From an optimization exercise on the open Yosys and OpenROAD flow, aimed at small area, a short achievable clock period and few clock cycles per item; shortcuts taken in it are not production practice.
In this exercise RTL edits were held to simulation tests only and were not proved equivalent to the original.

## run.sh

```bash
#!/bin/bash
# synth_recipe.tcl (not shown) runs the flow's synth.tcl, then flattens the netlist and writes it again
# the make line also repeats each setting of config.mk as NAME=value (left out here)
make -C /OpenROAD-flow-scripts/flow DESIGN_CONFIG=/design/flow/config.mk WORK_HOME=/design/flow/orfs CLKGATE_MAP_FILE= SYNTH_SCRIPT=/design/flow/synth_recipe.tcl finish
```

## config.mk

```make
export PLATFORM = sky130hd
export DESIGN_NAME = seven_segment_mux_scanner
export DESIGN_NICKNAME = seven_segment_mux_scanner
export VERILOG_FILES = /design/flow/design.v
export SDC_FILE = /design/flow/constraint.sdc
export NUM_CORES = 4
export LEC_CHECK = 0
export CAP_MARGIN = 20
export CORE_MARGIN = 2
export CORE_UTILIZATION = 40
export PLACE_DENSITY = 0.6
export SLEW_MARGIN = 20
```

## constraint.sdc

```tcl
create_clock -name core_clock -period 4.5 [get_ports {clk_i}]
set_input_delay 0.9000 -clock core_clock [delete_from_list [all_inputs] [get_ports {clk_i}]]
set_output_delay 0.9000 -clock core_clock [all_outputs]
set_load 0.01 [all_outputs]
```

## design.v

```verilog
package ssms_pkg;
  localparam int NumberW  = 32;
  localparam int PointW   = 4;
  localparam int DigitW   = 4;
  localparam int SegW     = 8;
  localparam int PosW     = 3;
  localparam int NumCfgW  = 4;
  localparam int EnableW  = 8;
  localparam int MaxDigits  = 8;
  localparam int NumSlots   = 8;
  localparam int DigitSlots = (MaxDigits < NumSlots) ? MaxDigits : NumSlots;
  localparam int BcdW       = NumSlots * DigitW;
  localparam int StepsPerStage = 4;
  localparam int ConvStages    = NumberW / StepsPerStage;
  localparam int AddrW = 4;
  localparam int DataW = 32;
  typedef enum logic [1:0] {
    RegNumDigits  = 2'd0,
    RegSegActHigh = 2'd1,
    RegEnActHigh  = 2'd2,
    RegScanEnable = 2'd3
  } cfg_reg_e;
  typedef struct packed {
    logic                     wr;
    logic [NumberW-1:0]       bin;
    logic [BcdW-1:0]          bcd;
    logic signed [PointW-1:0] pt;
  } conv_t;
  typedef struct packed {
    logic [SegW-1:0]    seg;
    logic [EnableW-1:0] en;
    logic [PosW-1:0]    pos;
  } res_t;
  function automatic logic [SegW-1:0] seg_pattern(logic [DigitW-1:0] d);
    logic [SegW-1:0] p;
    case (d)
      4'd0:    p = 8'h3F;
      4'd1:    p = 8'h06;
      4'd2:    p = 8'h5B;
      4'd3:    p = 8'h4F;
      4'd4:    p = 8'h66;
      4'd5:    p = 8'h6D;
      4'd6:    p = 8'h7D;
      4'd7:    p = 8'h07;
      4'd8:    p = 8'h7F;
      4'd9:    p = 8'h6F;
      default: p = '0;
    endcase
    seg_pattern = p;
  endfunction
  function automatic conv_t dabble_stage(conv_t c);
    conv_t r;
    r = c;
    for (int s = 0; s < StepsPerStage; s++) begin
      for (int d = 0; d < NumSlots; d++) begin
        if (r.bcd[d*DigitW +: DigitW] >= 4'd5) begin
          r.bcd[d*DigitW +: DigitW] = r.bcd[d*DigitW +: DigitW] + 4'd3;
        end
      end
      {r.bcd, r.bin} = {r.bcd[BcdW-2:0], r.bin, 1'b0};
    end
    dabble_stage = r;
  endfunction
endpackage
module seven_segment_mux_scanner (
  input  logic                         clk_i,
  input  logic                         rst_ni,
  input  logic                         item_valid_i,
  output logic                         item_ready_o,
  input  logic                         item_req_type_i,
  input  logic [ssms_pkg::NumberW-1:0] item_number_i,
  input  logic [ssms_pkg::PointW-1:0]  item_point_index_i,
  output logic                         res_valid_o,
  input  logic                         res_ready_i,
  output logic [ssms_pkg::SegW-1:0]    res_segment_levels_o,
  output logic [ssms_pkg::EnableW-1:0] res_digit_enable_levels_o,
  output logic [ssms_pkg::PosW-1:0]    res_active_position_o,
  input  logic                         psel,
  input  logic                         penable,
  input  logic                         pwrite,
  input  logic [ssms_pkg::AddrW-1:0]   paddr,
  input  logic [ssms_pkg::DataW-1:0]   pwdata,
  output logic [ssms_pkg::DataW-1:0]   prdata,
  output logic                         pready
);
  localparam int Last  = ssms_pkg::ConvStages;
  localparam int ConvW = 1 + ssms_pkg::NumberW + ssms_pkg::BcdW + ssms_pkg::PointW;
  logic [ssms_pkg::NumCfgW-1:0] num_digits_q;
  logic                         seg_act_high_q;
  logic                         en_act_high_q;
  logic                         scan_en_q;
  logic [ssms_pkg::PosW-1:0]          pos_q, pos_d;
  logic [ssms_pkg::NumSlots-1:0][ssms_pkg::DigitW-1:0] digit_q;
  logic [ssms_pkg::NumSlots-1:0][ssms_pkg::DigitW-1:0] digit_d;
  logic signed [ssms_pkg::PointW-1:0] point_q, point_d;
  logic [ssms_pkg::SegW-1:0]          held_q, held_d;
  logic                               lit_q, lit_d;
  logic [Last:0][ConvW-1:0] stg_q;
  logic [Last:0][ConvW-1:0] stg_nxt_w;
  ssms_pkg::conv_t          last_w;
  logic [Last:0]   stg_v_q;
  logic [Last+1:0] adv_w;
  logic            out_valid_q;
  ssms_pkg::res_t  res_q, res_d;
  logic                         cfg_wr_w;
  ssms_pkg::cfg_reg_e           cfg_idx_w;
  logic                         commit_w;
  logic [ssms_pkg::NumCfgW-1:0] n_w;
  logic [ssms_pkg::NumCfgW-1:0] nxt_w;
  logic [ssms_pkg::SegW-1:0]    pat_w;
  logic [ssms_pkg::EnableW-1:0] onehot_w;
  assign pready    = 1'b1;
  assign cfg_idx_w = ssms_pkg::cfg_reg_e'(paddr[ssms_pkg::AddrW-1:2]);
  assign cfg_wr_w  = psel && penable && pwrite && pready;
  always_comb begin
    prdata = '0;
    case (cfg_idx_w)
      ssms_pkg::RegNumDigits:  prdata = ssms_pkg::DataW'(num_digits_q);
      ssms_pkg::RegSegActHigh: prdata = ssms_pkg::DataW'(seg_act_high_q);
      ssms_pkg::RegEnActHigh:  prdata = ssms_pkg::DataW'(en_act_high_q);
      ssms_pkg::RegScanEnable: prdata = ssms_pkg::DataW'(scan_en_q);
      default:                 prdata = '0;
    endcase
  end
  always_ff @(posedge clk_i or negedge rst_ni) begin
    if (!rst_ni) begin
      num_digits_q   <= 4'd4;
      seg_act_high_q <= 1'b1;
      en_act_high_q  <= 1'b0;
      scan_en_q      <= 1'b0;
    end else if (cfg_wr_w) begin
      case (cfg_idx_w)
        ssms_pkg::RegNumDigits:  num_digits_q   <= pwdata[ssms_pkg::NumCfgW-1:0];
        ssms_pkg::RegSegActHigh: seg_act_high_q <= pwdata[0];
        ssms_pkg::RegEnActHigh:  en_act_high_q  <= pwdata[0];
        ssms_pkg::RegScanEnable: scan_en_q      <= pwdata[0];
        default: ;
      endcase
    end
  end
  assign adv_w[Last+1] = !out_valid_q || res_ready_i;
  for (genvar g = 0; g <= Last; g++) begin : g_adv
    assign adv_w[g] = !stg_v_q[g] || adv_w[g+1];
  end
  assign item_ready_o = adv_w[0];
  assign commit_w     = stg_v_q[Last] && adv_w[Last+1];
  always_ff @(posedge clk_i or negedge rst_ni) begin
    if (!rst_ni) begin
      stg_v_q[0] <= 1'b0;
    end else if (adv_w[0]) begin
      stg_v_q[0] <= item_valid_i;
    end
  end
  for (genvar g = 1; g <= Last; g++) begin : g_valid
    always_ff @(posedge clk_i or negedge rst_ni) begin
      if (!rst_ni) begin
        stg_v_q[g] <= 1'b0;
      end else if (adv_w[g]) begin
        stg_v_q[g] <= stg_v_q[g-1];
      end
    end
  end
  always_ff @(posedge clk_i) begin
    if (adv_w[0]) begin
      stg_q[0] <= {item_req_type_i, item_number_i, {ssms_pkg::BcdW{1'b0}}, item_point_index_i};
    end
  end
  for (genvar g = 1; g <= Last; g++) begin : g_stage
    always_ff @(posedge clk_i) begin
      if (adv_w[g]) begin
        stg_q[g] <= stg_nxt_w[g];
      end
    end
  end
  assign stg_nxt_w[0] = stg_q[0];
  for (genvar g = 1; g <= Last; g++) begin : g_dabble
    assign stg_nxt_w[g] = ssms_pkg::dabble_stage(stg_q[g-1]);
  end
  assign last_w = stg_q[Last];
  always_comb begin
    n_w = num_digits_q;
    if (num_digits_q == '0) begin
      n_w = 4'd1;
    end else if (num_digits_q > ssms_pkg::NumCfgW'(ssms_pkg::DigitSlots)) begin
      n_w = ssms_pkg::NumCfgW'(ssms_pkg::DigitSlots);
    end
  end
  always_comb begin
    pos_d   = pos_q;
    digit_d = digit_q;
    point_d = point_q;
    held_d  = held_q;
    lit_d   = lit_q;
    nxt_w   = {1'b0, pos_q} + 4'd1;
    pat_w   = '0;
    if (commit_w) begin
      if (last_w.wr) begin
        for (int i = 0; i < ssms_pkg::NumSlots; i++) begin
          if (ssms_pkg::NumCfgW'(i) < n_w) begin
            digit_d[i] = last_w.bcd[i*ssms_pkg::DigitW +: ssms_pkg::DigitW];
          end
        end
        point_d = last_w.pt;
      end else if (scan_en_q) begin
        pos_d = (nxt_w >= n_w) ? '0 : nxt_w[ssms_pkg::PosW-1:0];
        pat_w = ssms_pkg::seg_pattern(digit_q[pos_d]);
        if (!point_q[ssms_pkg::PointW-1] && (point_q[ssms_pkg::PosW-1:0] == pos_d)) begin
          pat_w[ssms_pkg::SegW-1] = 1'b1;
        end
        held_d = seg_act_high_q ? pat_w : ~pat_w;
        lit_d  = 1'b1;
      end else begin
        lit_d = 1'b0;
      end
    end
    if (cfg_wr_w && (cfg_idx_w == ssms_pkg::RegScanEnable) && !pwdata[0]) begin
      lit_d = 1'b0;
    end
    onehot_w = lit_d ? (ssms_pkg::EnableW'(1) << pos_d) : '0;
    res_d.seg = held_d;
    res_d.en  = en_act_high_q ? onehot_w : ~onehot_w;
    res_d.pos = pos_d;
  end
  always_ff @(posedge clk_i or negedge rst_ni) begin
    if (!rst_ni) begin
      pos_q   <= '0;
      point_q <= 4'sb1111;
      held_q  <= '0;
      lit_q   <= 1'b0;
      digit_q <= '0;
    end else begin
      pos_q   <= pos_d;
      point_q <= point_d;
      held_q  <= held_d;
      lit_q   <= lit_d;
      digit_q <= digit_d;
    end
  end
  always_ff @(posedge clk_i or negedge rst_ni) begin
    if (!rst_ni) begin
      out_valid_q <= 1'b0;
    end else if (adv_w[Last+1]) begin
      out_valid_q <= stg_v_q[Last];
    end
  end
  always_ff @(posedge clk_i) begin
    if (commit_w) begin
      res_q <= res_d;
    end
  end
  assign res_valid_o               = out_valid_q;
  assign res_segment_levels_o      = res_q.seg;
  assign res_digit_enable_levels_o = res_q.en;
  assign res_active_position_o     = res_q.pos;
endmodule
```

==> flow_metrics.tcl <==
set metrics [dict create \
    synth_simple_gate_area_share_pct 12.7 \
    setup_viol 0 \
    gr-usage-all-layers_pct 13.3 \
    yosys.cell_types.count 97 \
    synth_commonest_cells "sky130_fd_sc_hd__edfxtp_1 (380), sky130_fd_sc_hd__inv_1 (328), sky130_fd_sc_hd__ha_1 (310), sky130_fd_sc_hd__mux2i_1 (172), sky130_fd_sc_hd__nor2_1 (169)" \
    cts-root-buf "sky130_fd_sc_hd__clkbuf_16" \
    timing_hold_violations_final 0 \
    period_minus_slack_ns 4.28 \
    die_area_um2 81700 \
    clock_latency_ns 0.63 \
    cp_max_fo 4 \
    timing.critical_path.arrival_ns 4.66 \
    layout_setup_ws_ns 0.222 \
    timing.max_cap.violations 0 \
    num_vias 21800 \
    cp-end-kind "register" \
    drt-pass1-iter-count 4 \
    post-route-cell-area_um2 37800 \
    areaGrowthSynthToFinish_pct 19.0 \
    layout-drive-gt1-share_pct 21.2 \
    postSynth.topFlopCell "sky130_fd_sc_hd__edfxtp_1" \
    initial_antenna_violation_count 1 \
    ys_async_sr_fraction_pct 14.6 \
    number_of_cells_on_the_worst_reg_to_reg_path 20 \
    grt_first_pass_wirelength_mm 93.6 \
    regToRegSetupSlack_ns 0.22 \
    pre_cts_slack_ns -0.0195 \
    syn-instance-count 3024 \
    worst_slew_margin_rel_pct 41.9 \
    synth_top_cell_area_share_pct 35.9 \
    route.detailed.vias_per_inst 4.96 \
    cts_htree_levels 2 \
    floorplan.rows 103 \
    synthesis.area_per_instance_um2 10.5 \
    setup_tns_final_ns 0 \
    gp_congestion 0.794 \
    synth_top_family_by_area "compound AO/OA/AOI/OAI gates" \
    synthAdderAreaFrac_pct 12.2 \
    insertedDiodeCount 0 \
    top_level_ports 134 \
    yosysMostFrequentCell "sky130_fd_sc_hd__edfxtp_1" \
    hp_class "in -> async" \
    port-buffer-count 74 \
    worstReg2RegEnd "stg_q[513]" \
    synth-seq-cells 445 \
    routed_wire_length_per_instance_um 12.7 \
    detail_route.drc_violations 0 \
    total_of_warnings_raised_by_yosys 1 \
    synth_compound_area_share_pct 14.3 \
    synth_mux_area_share_pct 10.6 \
    worst_setup_path_endpoint "stg_q[513]" \
    nFillCells 7294 \
    initial_utilization_pct 40.3 \
    cts.path.max_buffers 3 \
    grt-ovfl-total 0 \
    cts_buffers 53 \
    fin_worst_hold_slack_ns 0.256 \
    r2r_start "stg_q[442]" \
    max_freq_mhz 234 \
    finalMaxSlewViolations 0 \
    largest_net_degree_at_the_start_of_global_routing 44 \
    netlist_top_cells_area "sky130_fd_sc_hd__edfxtp_1 (36%), sky130_fd_sc_hd__ha_1 (12%), sky130_fd_sc_hd__mux2i_1 (5.4%)" \
    skew_final_ns 0.0451 \
    clock_tree_from_tritoncts "yes" \
    initialDrtViolationCount 700 \
    worst-setup-path-type "reg -> reg" \
    seq_area_frac_synth_pct 41.0 \
    die_w_um 286 \
    place.detailed.instances 4224 \
    core-area_um2 78900 \
    placedInstanceArea_um2 34400 \
    cts_sinks 445 \
    clkSlewWorstSetupHoldPaths_ns 0.06 \
    finalNonFillerCells 4398 \
    synth_top_area_cell "sky130_fd_sc_hd__edfxtp_1" \
    final_net_count 3698 \
    postCtsHoldBufs 0 \
    floorplan.die.height_um 286 \
    totalWireLength_mm 55.7 \
    startpoint_type "register" \
    run_status "timing/DRC/antenna clean" \
    startpoint "stg_q[442]" \
    first_global_vias 21400 \
    post-route-period-util_pct 95.1 \
    timing_worst_slew_pin_value_ns 0.865 \
    critical_path_required_ns 4.88 \
    place.detailed.hpwl_mm 41.0 \
    synth_xor_area_share_pct 4.19 \
    final_antenna_net_count 0 \
    synth_edf_count 380 \
    synth_area_um2 31800 \
]
[how the worst min path moves through the flow]
stage | startpoint | endpoint | slack (ns)
2_1_floorplan | stg_q[36] | stg_q[109] | 0.40
3_3_place_gp | stg_q[255] | stg_q[328] | 0.40
3_5_place_dp | stg_q[45] | stg_q[118] | 0.40
4_1_cts | stg_q[49] | stg_q[122] | 0.41
5_1_grt | rst_ni | digit_q[15] | 0.28
6_report | rst_ni | digit_q[16] | 0.26
[sequential cells by signal, indices dropped and copies added (netlist names)]
register / count
stg_v_q: 9
res_q: 19
num_digits_q: 4
out_valid_q: 1
point_q: 4
lit_q: 1
scan_en_q: 1
pos_q: 3
en_act_high_q: 1
stg_q: 361
digit_q: 32
held_q: 8
seg_act_high_q: 1
[layout make-up]
class	instances	area, um^2	share of cell area, %
flip-flops and latches	445	13000	34.5
clock buffers	60	1350	3.58
multi-input cells	2214	18300	48.3
repair buffers	258	2140	5.67
clock inverters	35	440	1.16
well taps	1050	1310	3.47
inverters	336	1260	3.33
[cell families (layout without fill, tap and decap cells)]
logic type,Yosys count,count (layout)
AND/OR/NAND/NOR,767,767
AO/OA/AOI/OAI,645,645
flip-flops,445,445
buffers and inverters,392,689
multiplexers,311,311
adder cells (fa/ha/maj),310,310
XOR/XNOR,152,152
other,2,29
[routing by layer]
metal | track usage (%) | vias to the layer above | share of wire [%]
li1 | - | 11300 | -
met1 | 15.0 | 10200 | 42
met2 | 25.7 | 148 | 53
met3 | 2.05 | 74 | 2.7
met4 | 3.85 | 0 | 2.3
met5 | 0 | - | 0
[critical path, cell delays in order (launching register included)]
cell and delay (ns):
sky130_fd_sc_hd__edfxtp_1 0.40, sky130_fd_sc_hd__buf_4 0.17, sky130_fd_sc_hd__ha_1 0.18, sky130_fd_sc_hd__nand2b_1 0.21, sky130_fd_sc_hd__a21oi_2 0.24, sky130_fd_sc_hd__xnor2_2 0.13
sky130_fd_sc_hd__ha_4 0.18, sky130_fd_sc_hd__nor2b_1 0.14, sky130_fd_sc_hd__a2111o_1 0.38, sky130_fd_sc_hd__o211a_1 0.18, sky130_fd_sc_hd__xnor2_2 0.22, sky130_fd_sc_hd__ha_2 0.22
sky130_fd_sc_hd__inv_1 0.06, sky130_fd_sc_hd__nor2_2 0.09, sky130_fd_sc_hd__o21ai_2 0.08, sky130_fd_sc_hd__xnor2_1 0.21, sky130_fd_sc_hd__inv_1 0.09, sky130_fd_sc_hd__ha_1 0.22
sky130_fd_sc_hd__nor2b_1 0.15, sky130_fd_sc_hd__o21ai_2 0.19, sky130_fd_sc_hd__mux2_4 0.31
[repair_timing]
item,in CTS,in global routing
pin swaps,0,71
endpoints found under the setup margin,1,101
gates resized for setup,2,216
setup buffers,0,78
[placed cells by master, fill, tap and decap left out, types with 87 or more instances in the layout]
cell / n
sky130_fd_sc_hd__a21oi_1: 102
sky130_fd_sc_hd__buf_4: 183
sky130_fd_sc_hd__edfxtp_1: 380
sky130_fd_sc_hd__ha_1: 273
sky130_fd_sc_hd__inv_1: 318
sky130_fd_sc_hd__mux2_2: 114
sky130_fd_sc_hd__mux2i_1: 164
sky130_fd_sc_hd__nand2_1: 149
sky130_fd_sc_hd__nand2b_1: 125
sky130_fd_sc_hd__nor2_1: 165
sky130_fd_sc_hd__o21ai_0: 100
sky130_fd_sc_hd__xnor2_1: 87
[metrics by stage]
| step | util [%] |
|---|---|
| finish | 48.0 |
| global route | 48.0 |
| CTS | 46.0 |
| detailed placement | 43.7 |
| global placement | 43.7 |
| floorplan | - |
Testbench counts, summed over its fixed seeds: cycles 9,920, items 9,600.

## static timing again, ports no longer ideal
The results above use ideal ports. As a check the final layout listed here was re-extracted and re-timed, cells and wires unchanged.
Step 1 (the two cells are an assumption about what drives the block):
set clk [get_ports {clk_i}]
set_driving_cell -lib_cell sky130_fd_sc_hd__clkbuf_16 $clk
set_driving_cell -lib_cell sky130_fd_sc_hd__buf_2 [delete_from_list [all_inputs] $clk]
Step 2 adds t to the input delays and takes it off the output delays; t is the mean of the earliest and latest rising clock arrival at the registers after step 1. Input paths then give back, and output paths get back, about the clock's delay inside the block.
Slacks: ideal / step 1 / step 2; pairs: ideal / step 1.
shift t [ns]: 0.679
setup WS [ns]: 0.222 / 0.222 / 0.222
worst register clock-pin slew, ns: 0.06 / 0.06
After both steps this run still meets setup and hold. For this run, drivers alone change the setup slack by 0.000 ns; drivers and shift together by 0.000 ns.
